Source: an optimization exercise on an open RTL-to-GDS flow (aim: small area). Production flows keep margins and buffers that such runs may drop. The RTL was checked by simulation tests, not by an equivalence proof against the original design. Power and IR drop assume default switching activity.

Design pwm_multi_generator, start of the top module:
module pwm_multi_generator #(
    parameter int N_CH       = 16,
    parameter int CNT_WIDTH  = 9,
    parameter int CYCLE      = 512,
    parameter int DATA_WIDTH = 8
) (
    input  logic                                      clk,
    input  logic                                      rst_n,
    input  logic                                      sync,
    input  logic                                      we,
    input  logic [((N_CH > 1) ? $clog2(N_CH) : 1)-1:0] addr,
    input  logic [DATA_WIDTH-1:0]                     wduty,
    input  logic [DATA_WIDTH-1:0]                     wphase,
    input  logic [CNT_WIDTH-1:0]                      duty_offset,
    input  logic                                      out_en,
    output logic [CNT_WIDTH-1:0]                      cyc_time,
    output logic                                      update,
    output logic [N_CH-1:0]                           pwm_out
);
export LEC_CHECK = 0
export CAP_MARGIN = 20
export CORE_MARGIN = 2
export CORE_UTILIZATION = 40
export CTS_BUF_LIST = sky130_fd_sc_hd__clkbuf_4
export SLEW_MARGIN = 20
create_clock -name core_clock -period 8.0 [get_ports {clk}]
run.sh (not shown) runs the stock make flow with config.mk's settings and CLKGATE_MAP_FILE= SYNTH_SCRIPT=/design/flow/synth_recipe.tcl, a recipe that flattens the netlist after the stock synthesis.
Change:
Settings changed: CAP_MARGIN 20 to 0, CTS_BUF_LIST sky130_fd_sc_hd__clkbuf_4 to default, CTS_CLUSTER_DIAMETER from default to 100, CTS_CLUSTER_SIZE from default to 30, SLEW_MARGIN 20 to 0.
After rerunning: The changed run finished clean. Setup slack got worse by 380 ps. Final cell count fell by 8.9%. Cell area went down by 4.6%. Global-route usage fell by 1.2 points.
Change:
==> flow/flow/run.sh (new file) <==
#!/bin/bash
# Own layout flow: the standard flow (standard.sh) with
#  - the standard synthesis, but an area-oriented ABC mapping script,
#  - port buffers of the smallest buffer cell,
#  - larger clock-tree sink clusters and no CTS dummy loads.
# Each step's full output is in orfs/logs/; make's output is in standard.log.
set -euo pipefail
export FLOW_WORK="$PWD"
bash standard.sh \
  SYNTH_SCRIPT="$PWD/flow/my_synth.tcl" \
  BUFFER_PORTS_ARGS="-buffer_cell sky130_fd_sc_hd__buf_1" \
  CTS_ARGS="-sink_clustering_enable -repair_clock_nets -sink_clustering_size 25 -sink_clustering_max_diameter 80 -dont_use_dummy_load" \
  finish > standard.log 2>&1
==> flow/flow/area.abc (new file) <==
strash
&get -n
&fraig -x
&put
scorr
dc2
strash
&get -n
&dch -f
&nf
&put
==> flow/flow/my_synth.tcl (new file) <==
# The standard synthesis (synth_recipe.tcl) with only the final ABC technology
# mapping script replaced by an area-oriented one (flow/area.abc). Registers
# are mapped before ABC runs, so they are the same as the standard synthesis's.
proc abc {args} {
  set i [lsearch -exact $args -script]
  if {$i >= 0} {
    set args [lreplace $args [expr {$i + 1}] [expr {$i + 1}] $::env(FLOW_WORK)/flow/area.abc]
  }
  puts "abc with area script: $args"
  yosys abc {*}$args
}
source $::env(FLOW_WORK)/synth_recipe.tcl
==> flow/standard.sh (new file) <==
#!/bin/bash
# synth_recipe.tcl (not shown) runs the flow's synth.tcl, then flattens the netlist and writes it again
# the make line also repeats each setting of config.mk as NAME=value (left out here)
make -C /OpenROAD-flow-scripts/flow DESIGN_CONFIG=/design/flow/config.mk WORK_HOME=/design/flow/orfs CLKGATE_MAP_FILE= SYNTH_SCRIPT=/design/flow/synth_recipe.tcl "${@:-finish}"
Settings changed: CAP_MARGIN 0 to 20, CTS_CLUSTER_DIAMETER 100 to default, CTS_CLUSTER_SIZE 30 to default, SLEW_MARGIN 0 to 20.
removed: flow/run.sh
After rerunning: Wire length came out lower by 5.1%; sequential power hardly moves; cell area came out lower by 3.3%; worst setup slack gets better by 530 ps; non-clock buffer count came out lower by 1; utilization came out lower by 0.39 points; clock power stays flat; register-to-register slack gets better by 1000 ps.


The RTL this note starts from:
==> flow/design.v <==
module pwm_multi_generator #(
    parameter int N_CH       = 16,
    parameter int CNT_WIDTH  = 9,
    parameter int CYCLE      = 512,
    parameter int DATA_WIDTH = 8
) (
    input  logic                                      clk,
    input  logic                                      rst_n,
    input  logic                                      sync,
    input  logic                                      we,
    input  logic [((N_CH > 1) ? $clog2(N_CH) : 1)-1:0] addr,
    input  logic [DATA_WIDTH-1:0]                     wduty,
    input  logic [DATA_WIDTH-1:0]                     wphase,
    input  logic [CNT_WIDTH-1:0]                      duty_offset,
    input  logic                                      out_en,
    output logic [CNT_WIDTH-1:0]                      cyc_time,
    output logic                                      update,
    output logic [N_CH-1:0]                           pwm_out
);
    logic [8:0]  time_q;
    logic [15:0] pwm_q;
    logic [15:0] sh_vld_q, act_vld_q;
    logic        wrap;
    logic [7:0]  tu;
    logic [8:0]  k;
    logic [8:0]  m;
    logic        neg;
    logic [8:0]  wsum;
    logic [15:0] pwm_d;
    function automatic logic lt8(input logic [7:0] a, input logic [7:0] b);
        logic c;
        c = 1'b0;
        for (int j = 0; j < 8; j++)
            c = (~a[j] & b[j]) | (~a[j] & c) | (b[j] & c);
        lt8 = c;
    endfunction
    assign wrap = sync | (time_q == 9'd511);
    assign tu   = time_q[8:1];
    assign k    = {1'b0, duty_offset[8:1]} + {8'd0, ~time_q[0] & duty_offset[0]};
    assign m    = {1'b0, tu} - k;
    assign neg  = m[8];
    assign wsum = {1'b0, wphase} + {1'b0, wduty};
    always_ff @(posedge clk or negedge rst_n) begin
        if (!rst_n) begin
            time_q    <= '0;
            pwm_q     <= '0;
            sh_vld_q  <= '0;
            act_vld_q <= '0;
        end else begin
            time_q <= wrap ? 9'd0 : time_q + 9'd1;
            pwm_q  <= pwm_d;
            if (we) sh_vld_q[addr] <= 1'b1;
            if (wrap) act_vld_q <= sh_vld_q;
        end
    end
    for (genvar i = 0; i < 16; i++) begin : g_ch
        logic [7:0] sh_ph_q, act_ph_q;
        logic [8:0] sh_sum_q, act_sum_q;
        logic       c1, lt;
        always_ff @(posedge clk) begin
            if (we && addr == 4'(i)) begin
                sh_ph_q  <= wphase;
                sh_sum_q <= wsum;
            end
            if (wrap) begin
                act_ph_q  <= sh_ph_q;
                act_sum_q <= sh_sum_q;
            end
        end
        assign c1 = ~lt8(tu, act_ph_q);
        assign lt = lt8(m[7:0], act_sum_q[7:0]);
        wire x = c1 | neg;
        wire top = (x & act_sum_q[8]) | (x & lt) | (act_sum_q[8] & lt);
        assign pwm_d[i] = out_en & (act_vld_q[i]
            ? ((c1 & neg) | top)
            : neg);
    end
    assign cyc_time = time_q;
    assign update   = (time_q == 9'd511);
    assign pwm_out  = pwm_q;
endmodule
clock: 8.0 ns
lec_check: 0
cap_margin: 20
core_margin: 2
core_utilization: 40
slew_margin: 20
standard.sh (not shown) runs the stock make flow with config.mk's settings and CLKGATE_MAP_FILE= SYNTH_SCRIPT=/design/flow/synth_recipe.tcl, a recipe that flattens the netlist after the stock synthesis.
==> flow/flow/run.sh <==
#!/bin/bash
# Own layout flow: the standard flow (standard.sh) with
#  - the standard synthesis, but an area-oriented ABC mapping script,
#  - port buffers of the smallest buffer cell,
#  - larger clock-tree sink clusters and no CTS dummy loads,
#  - power (area) recovery after global routing.
# Each step's full output is in orfs/logs/; make's output is in standard.log.
set -euo pipefail
export FLOW_WORK="$PWD"
bash standard.sh \
  SYNTH_SCRIPT="$PWD/flow/my_synth.tcl" \
  BUFFER_PORTS_ARGS="-buffer_cell sky130_fd_sc_hd__buf_1" \
  CTS_ARGS="-sink_clustering_enable -repair_clock_nets -sink_clustering_size 25 -sink_clustering_max_diameter 80 -dont_use_dummy_load" \
  RECOVER_POWER=100 \
  finish > standard.log 2>&1
==> flow/flow/area.abc <==
strash
&get -n
&fraig -x
&put
scorr
dc2
strash
&get -n
&dch -f
&nf
&put
==> flow/flow/my_synth.tcl <==
# The standard synthesis (synth_recipe.tcl) with only the final ABC technology
# mapping script replaced by an area-oriented one (flow/area.abc). Registers
# are mapped before ABC runs, so they are the same as the standard synthesis's.
proc abc {args} {
  set i [lsearch -exact $args -script]
  if {$i >= 0} {
    set args [lreplace $args [expr {$i + 1}] [expr {$i + 1}] $::env(FLOW_WORK)/flow/area.abc]
  }
  puts "abc with area script: $args"
  yosys abc {*}$args
}
source $::env(FLOW_WORK)/synth_recipe.tcl
The first run finished but fails on capacitance limit, slew limit.
==> next run, changes <==
==> flow/run.sh (new file) <==
#!/bin/bash
# synth_recipe.tcl (not shown) runs the flow's synth.tcl, then flattens the netlist and writes it again
# the make line also repeats each setting of config.mk as NAME=value (left out here)
make -C /OpenROAD-flow-scripts/flow DESIGN_CONFIG=/design/flow/config.mk WORK_HOME=/design/flow/orfs CLKGATE_MAP_FILE= SYNTH_SCRIPT=/design/flow/synth_recipe.tcl finish
Settings changed: CTS_CLUSTER_DIAMETER from default to 100, CTS_CLUSTER_SIZE from default to 30.
removed: flow/flow/run.sh
removed: flow/flow/area.abc
removed: flow/flow/my_synth.tcl
removed: flow/standard.sh
With this change the flow passed the timing, design-rule and antenna checks.
Wire length increases by a few percent.
Power increases by a few percent.
Design area increases by a few percent.
Worst hold slack gains 0.020 ns.
Worst setup slack gains 0.49 ns.
Critical path depth increases by 1.
Fmax increases by a little under a tenth.
Utilization increases by 0.86 points.
Global-route usage increases by 0.40 points.

[what the ideal ports hide]
In the flow no input, the clock included, has a driving cell. The finished layouts below were timed again as built, in two steps.
Step 1, drivers: a clkbuf_16 drives clk and a buf_2 each remaining input, both assumed.
Step 2 also shifts input and output timing later by t, the mid clock arrival at the registers, as if the neighbouring blocks saw the same clock.
Slacks: ideal ports / drivers / drivers and shift; pairs: ideal ports / drivers.
run	t (ns)	setup WS [ns]	hold WS [ns]
the first run of note 1	0.986	2.587 / 2.587 / 1.736	0.380 / 0.380 / 0.380
the second run of note 1	0.632	2.212 / 2.241 / 1.609	0.396 / 0.396 / 0.396
the third run of note 1	0.631	2.744 / 2.777 / 2.145	0.377 / 0.377 / 0.377
the first run of note 2	0.632	1.823 / 1.857 / 1.225	0.377 / 0.377 / 0.377
the second run of note 2	0.625	2.309 / 2.338 / 1.713	0.397 / 0.397 / 0.397
The setup slack of the first run of note 1, which loses most, moves by 0.000 ns with the drivers and by -0.851 ns with both steps.
